This design comes from an exercise in tuning for small area on the open sky130 flow, not from production work.
Where RTL was checked, it was by simulation tests only, not by an equivalence proof against the original.
No activity file was given, so power comes from the tool's default toggle rates.

==> module riscvTop, before the edit <==
module riscvTop (
   input  logic        CLK,
   input  logic        RSTn,
   output logic        iMemCsn,
   output logic [11:0] iMemAddr,    
   input  logic [31:0] iMemData,
   output logic        dMemCsn,
   output logic [11:0] dMemAddr,    
   output logic [31:0] dMemDout,
   input  logic [31:0] dMemData,
   output logic        dMemWen,
   output logic        rfWe,
   output logic [4:0]  rfRa1,
   output logic [4:0]  rfRa2,
   output logic [4:0]  rfWa,
   input  logic [31:0] rfRd1,
   input  logic [31:0] rfRd2,
   output logic [31:0] rfWd,
   output logic        halt,
   output logic [31:0] numInst
);
   logic [9:0]  pc;       
   logic [3:0]  ph;
   logic [31:0] r;
   logic [3:1]  prev;    
   logic        carry, eq;
   wire [31:0] ins = iMemData;
   wire [2:0]  f3  = ins[14:12];
   wire isJal   = ins[3];
   wire isLui   = ins[2] & ~ins[3];
   wire isSys   = ins[6] & ins[4];
   wire isBr    = ins[6] & ~ins[4] & ~ins[2];
   wire isLoad  = ~ins[5] & ~ins[4];
   wire isStore = ~ins[6] & ins[5] & ~ins[4];
   wire isImm   = ~ins[5] & ins[4];
   wire isAlu   = ~ins[6] & ins[4] & ~ins[2];    
   wire isReg   = isAlu & ins[5];
   wire regWr   = isAlu | isLui | isJal | isLoad;
   wire aluOp   = isAlu & ~p2;
   wire isSll   = aluOp & (f3 == 3'b001);
   wire isSrl   = aluOp & (f3 == 3'b101);
   wire isSlt   = aluOp & (f3 == 3'b010);
   wire isLogic = aluOp & f3[2] & (f3[1] | ~f3[0]);    
   wire isSub   = ~p2 & ((isReg & (f3 == 3'b000) & ins[30]) | (isAlu & (f3 == 3'b010)) | isBr);
   wire p2    = ph[3] & ~ph[2];             
   wire prime = (ph == 4'd15);
   wire wr    = ph[3] & ph[2] & ~ph[1];     
   wire [2:0] dig = ph[2:0];
   wire [4:0] shamt = isImm ? ins[24:20] : rfRd2[4:0];
   wire       frac  = |shamt[1:0];
   logic [3:0] ri;
   logic [1:0] fs;
   always_comb begin
      fs = 2'd0;
      if (isSrl)      fs = -shamt[1:0];
      else if (isSll) fs = shamt[1:0];
   end
   wire [3:0] first = isSrl ? {1'b0, shamt[4:2]} : isSll ? {1'b1, ~shamt[4:2]} : 4'hf;
   wire       setup = (ph == 4'd14);
   wire       hold  = prime & isSrl & ~frac;
   always_ff @(posedge CLK) ri <= setup ? first : ri + {3'd0, ~hold};
   wire       usePc   = isJal | p2;
   wire       inRange = ~ri[3] & ~isLui & ~usePc;
   logic [3:0] pcDig;
   always_comb begin
      case (dig)
         3'd0: pcDig = {pc[1:0], {2{plus4}}};
         3'd1: pcDig = pc[5:2];
         3'd2: pcDig = pc[9:6];
         default: pcDig = 4'd0;
      endcase
   end
   wire [3:0] cur = inRange ? rfRd1[{ri[2:0], 2'b00} +: 4] : (usePc ? pcDig : 4'd0);
   logic [3:0] opA;
   always_comb begin
      case (fs)
         2'd0: opA = cur;
         2'd1: opA = {cur[2:0], prev[3]};
         2'd2: opA = {cur[1:0], prev[3:2]};
         default: opA = {cur[0], prev[3:1]};
      endcase
   end
   wire taken = isJal | (isBr & (eq ^ ins[12]));
   wire useS  = isStore | isBr;
   wire plus4 = ~p2 | ~taken;    
   logic [3:0] immIS;
   always_comb begin
      case (dig)
         3'd0: immIS = useS ? ins[10:7] : ins[23:20];
         3'd1: immIS = {ins[27:25], useS ? ins[11] : ins[24]};
         3'd2: immIS = {p2 ? (isJal ? ins[20] : ins[7]) : ins[31], ins[30:28]};
         default: immIS = {4{ins[31]}};
      endcase
   end
   wire [3:0] immU   = (dig < 3'd3) ? 4'd0 : ins[{dig, 2'b00} +: 4];
   wire [3:0] rs2Dig = rfRd2[{dig, 2'b00} +: 4];
   logic [3:0] opB;
   always_comb begin
      if (p2)                opB = taken ? immIS : 4'd0;
      else if (isReg | isBr) opB = rs2Dig;
      else if (isLui)        opB = immU;
      else if (isJal)        opB = 4'd0;
      else                   opB = immIS;
   end
   wire isShift = isSll | isSrl;
   wire [3:0] bx = (opB ^ {4{isSub}}) & {4{~isShift}};
   wire [3:0] p  = opA ^ bx;
   wire [3:0] g  = opA & bx;
   wire X = ~isSlt & ~(isLogic & f3[1] & f3[0]);
   wire A = ~isSlt & ~isLogic;
   wire O = isLogic & f3[1];
   logic [4:0] c;
   logic [3:0] out;
   always_comb begin
      c[0] = carry;
      for (int i = 0; i < 4; i++) begin
         out[i]   = ((p[i] & X) ^ (c[i] & A)) | (g[i] & O);
         c[i + 1] = g[i] | (p[i] & c[i]);
      end
   end
   wire b31 = isImm ? ins[31] : rfRd2[31];
   wire lt  = ~carry ^ rfRd1[31] ^ b31;
   wire p1dig = ~ph[3] & ~p2;
   always_ff @(posedge CLK) begin
      r     <= {out, r[31:4]};
      prev  <= cur[3:1];
      carry <= prime ? (isSub | isJal) : wr ? plus4 : c[4];
      eq    <= ((p1dig & (dig == 3'd0)) | eq) & (~p1dig | (out == 4'd0));
   end
   wire last = p2 & ph[1];                  
   always_ff @(posedge CLK) begin
      if (RSTn) begin
         ph   <= 4'd14;
         pc   <= 10'd0;
         halt <= 1'b0;
      end else begin
         case (ph)
            4'd7:    ph <= 4'd12;
            4'd12:   ph <= 4'd8;
            4'd10:   ph <= 4'd14;
            default: ph <= ph + 4'd1;
         endcase
         if (last && !isSys) pc <= {out, r[31:26]};
         if (wr && isSys) halt <= 1'b1;
      end
   end
   logic       cc, clr;
   wire        rot = p1dig & ~halt;
   wire [4:0]  inc = {1'b0, clr ? 4'd0 : numInst[3:0]} + {4'd0, (dig == 3'd0) | cc};
   always_ff @(posedge CLK) begin
      cc <= inc[4];
      if (rot) numInst <= {inc[3:0], numInst[31:4]};
      if (RSTn) clr <= 1'b1;
      else if (rot && dig == 3'd7) clr <= 1'b0;
   end
   assign iMemCsn  = 1'b0;
   assign iMemAddr = {pc, 2'b00};
   assign rfRa1    = ins[19:15];
   assign rfRa2    = ins[24:20];
   assign rfWa     = ins[11:7];
   assign rfWe     = wr & regWr & (ins[11:7] != 5'd0);
   assign rfWd     = isLoad ? dMemData : {r[31:1], r[0] | (isSlt & lt)};
   assign dMemCsn  = 1'b0;
   assign dMemWen  = ~(wr & isStore);
   assign dMemAddr = r[13:2];
   assign dMemDout = rfRd2;
endmodule
clock: 7.0 ns
lec_check: 0
cap_margin: 20
core_margin: 2
core_utilization: 40
cts_buf_list: sky130_fd_sc_hd__clkbuf_8
slew_margin: 20
standard.sh (not shown) runs the stock make flow with config.mk's settings and CLKGATE_MAP_FILE= SYNTH_SCRIPT=/design/flow/synth_recipe.tcl, a recipe that flattens the netlist after the stock synthesis.
==> flow/flow/run.sh <==
#!/bin/bash
# Standard ORFS layout with two changes:
#  - ABC maps the combinational logic for area (flow/abc_area.script) instead
#    of ORFS's delay-oriented script; everything else in synthesis, including
#    the flip-flops and their names, is unchanged;
#  - the port buffers are the smallest buffer (buf_1); the resizer still
#    upsizes any that timing, slew or capacitance need.
set -euo pipefail
rm -rf scripts_local
cp -r "$FLOW_HOME/scripts" scripts_local
cp flow/abc_area.script scripts_local/abc_speed.script
export SCRIPTS_DIR="$PWD/scripts_local"
export BUFFER_PORTS_ARGS="-buffer_cell sky130_fd_sc_hd__buf_1"
export CTS_ARGS="-sink_clustering_enable -repair_clock_nets -buf_list sky130_fd_sc_hd__clkbuf_8 -dont_use_dummy_load"
bash standard.sh > standard_make.log 2>&1
==> flow/flow/abc_area.script <==
strash
&get -n
&st
&syn2
&synch2
&put
dch -f
amap
strash
dch -f
amap
topo
stime -c
The first run completed without violations.
Rerun with:
--- a/flow/design.v
+++ b/flow/design.v
@@ -43,11 +43,11 @@
    wire isSlt   = aluOp & (f3 == 3'b010);
    wire isLogic = aluOp & f3[2] & (f3[1] | ~f3[0]);    
    wire isSub   = ~p2 & ((isReg & (f3 == 3'b000) & ins[30]) | (isAlu & (f3 == 3'b010)) | isBr);
    wire p2    = ph[3] & ~ph[2];             
    wire prime = (ph == 4'd15);
-   wire wr    = ph[3] & ph[2] & ~ph[1];     
+   wire wr    = ph[3] & ~ph[1] & ~ph[0];    
    wire [2:0] dig = ph[2:0];
    wire [4:0] shamt = isImm ? ins[24:20] : rfRd2[4:0];
    wire       frac  = |shamt[1:0];
    logic [3:0] ri;
    logic [1:0] fs;
@@ -63,11 +63,11 @@
    wire       usePc   = isJal | p2;
    wire       inRange = ~ri[3] & ~isLui & ~usePc;
    logic [3:0] pcDig;
    always_comb begin
       case (dig)
-         3'd0: pcDig = {pc[1:0], {2{plus4}}};
+         3'd0: pcDig = {pc[1:0], 2'b00};
          3'd1: pcDig = pc[5:2];
          3'd2: pcDig = pc[9:6];
          default: pcDig = 4'd0;
       endcase
    end
@@ -81,28 +81,28 @@
          default: opA = {cur[0], prev[3:1]};
       endcase
    end
    wire taken = isJal | (isBr & (eq ^ ins[12]));
    wire useS  = isStore | isBr;
-   wire plus4 = ~p2 | ~taken;    
    logic [3:0] immIS;
    always_comb begin
       case (dig)
          3'd0: immIS = useS ? ins[10:7] : ins[23:20];
          3'd1: immIS = {ins[27:25], useS ? ins[11] : ins[24]};
          3'd2: immIS = {p2 ? (isJal ? ins[20] : ins[7]) : ins[31], ins[30:28]};
          default: immIS = {4{ins[31]}};
       endcase
    end
+   wire [3:0] four   = {1'b0, dig == 3'd0, 2'b00};
    wire [3:0] immU   = (dig < 3'd3) ? 4'd0 : ins[{dig, 2'b00} +: 4];
    wire [3:0] rs2Dig = rfRd2[{dig, 2'b00} +: 4];
    logic [3:0] opB;
    always_comb begin
-      if (p2)                opB = taken ? immIS : 4'd0;
+      if (p2)                opB = taken ? immIS : four;
       else if (isReg | isBr) opB = rs2Dig;
       else if (isLui)        opB = immU;
-      else if (isJal)        opB = 4'd0;
+      else if (isJal)        opB = four;
       else                   opB = immIS;
    end
    wire isShift = isSll | isSrl;
    wire [3:0] bx = (opB ^ {4{isSub}}) & {4{~isShift}};
    wire [3:0] p  = opA ^ bx;
@@ -117,29 +117,27 @@
       for (int i = 0; i < 4; i++) begin
          out[i]   = ((p[i] & X) ^ (c[i] & A)) | (g[i] & O);
          c[i + 1] = g[i] | (p[i] & c[i]);
       end
    end
-   wire b31 = isImm ? ins[31] : rfRd2[31];
-   wire lt  = ~carry ^ rfRd1[31] ^ b31;
-   wire p1dig = ~ph[3] & ~p2;
+   wire lt  = ~c[4] ^ opA[3] ^ opB[3];
+   wire p1dig = ~ph[3];
+   wire last1 = p1dig & (dig == 3'd7);    
    always_ff @(posedge CLK) begin
       r     <= {out, r[31:4]};
       prev  <= cur[3:1];
-      carry <= prime ? (isSub | isJal) : wr ? plus4 : c[4];
-      eq    <= ((p1dig & (dig == 3'd0)) | eq) & (~p1dig | (out == 4'd0));
+      carry <= prime ? isSub : c[4] & ~last1;
+      eq    <= (last1 & isSlt) ? lt : ((p1dig & (dig == 3'd0)) | eq) & (~p1dig | (out == 4'd0));
    end
    wire last = p2 & ph[1];                  
    always_ff @(posedge CLK) begin
       if (RSTn) begin
          ph   <= 4'd14;
          pc   <= 10'd0;
          halt <= 1'b0;
       end else begin
          case (ph)
-            4'd7:    ph <= 4'd12;
-            4'd12:   ph <= 4'd8;
             4'd10:   ph <= 4'd14;
             default: ph <= ph + 4'd1;
          endcase
          if (last && !isSys) pc <= {out, r[31:26]};
          if (wr && isSys) halt <= 1'b1;
@@ -158,11 +156,11 @@
    assign iMemAddr = {pc, 2'b00};
    assign rfRa1    = ins[19:15];
    assign rfRa2    = ins[24:20];
    assign rfWa     = ins[11:7];
    assign rfWe     = wr & regWr & (ins[11:7] != 5'd0);
-   assign rfWd     = isLoad ? dMemData : {r[31:1], r[0] | (isSlt & lt)};
+   assign rfWd     = isLoad ? dMemData : {r[31:1], r[0] | (isAlu & (f3 == 3'b010) & eq)};
    assign dMemCsn  = 1'b0;
    assign dMemWen  = ~(wr & isStore);
    assign dMemAddr = r[13:2];
    assign dMemDout = rfRd2;
 endmodule
Fmax falls by 1.8%.
Setup slack got worse by 100 ps.
Design area falls by 0.62%.
Global-route usage falls by 0.15 points.
Clock-buffer cell count stays the same.
Power falls by 15%.
Core utilization falls by 0.10 points.
For the first run of this note, only the layout was checked, not whether the RTL still works.

==> afterwards: timing with drivers on the ports <==
Ports are ideal in the flow. The routed layouts listed here were re-timed in OpenROAD.
Step 1 assumes that a clkbuf_16 drives the clock port and a buf_2 every other input.
Step 2 adds t to the input delays and takes it off the output delays; t is the mean of the earliest and latest rising clock arrival at the registers after step 1. Input paths then give back, and output paths get back, about the clock's delay inside the block.
Slacks: ideal / step 1 / step 2; pairs: ideal / step 1.
| run | t (ns) | setup WS [ns] | worst setup path at the end | worst register clock-pin slew, ns | worst data-port slew with drivers (ns) |
|---|---|---|---|---|---|
| the first run | 0.389 | 1.488 / 1.494 / 1.105 | input to register | 0.09 / 0.09 | 0.05 |
| the second run | 0.367 | 1.387 / 1.392 / 1.025 | input to register | 0.09 / 0.09 | 0.06 |
After both steps every run listed still meets setup and hold. For the first run, which loses most, drivers alone change the setup slack by +0.006 ns; drivers and shift together by -0.383 ns.
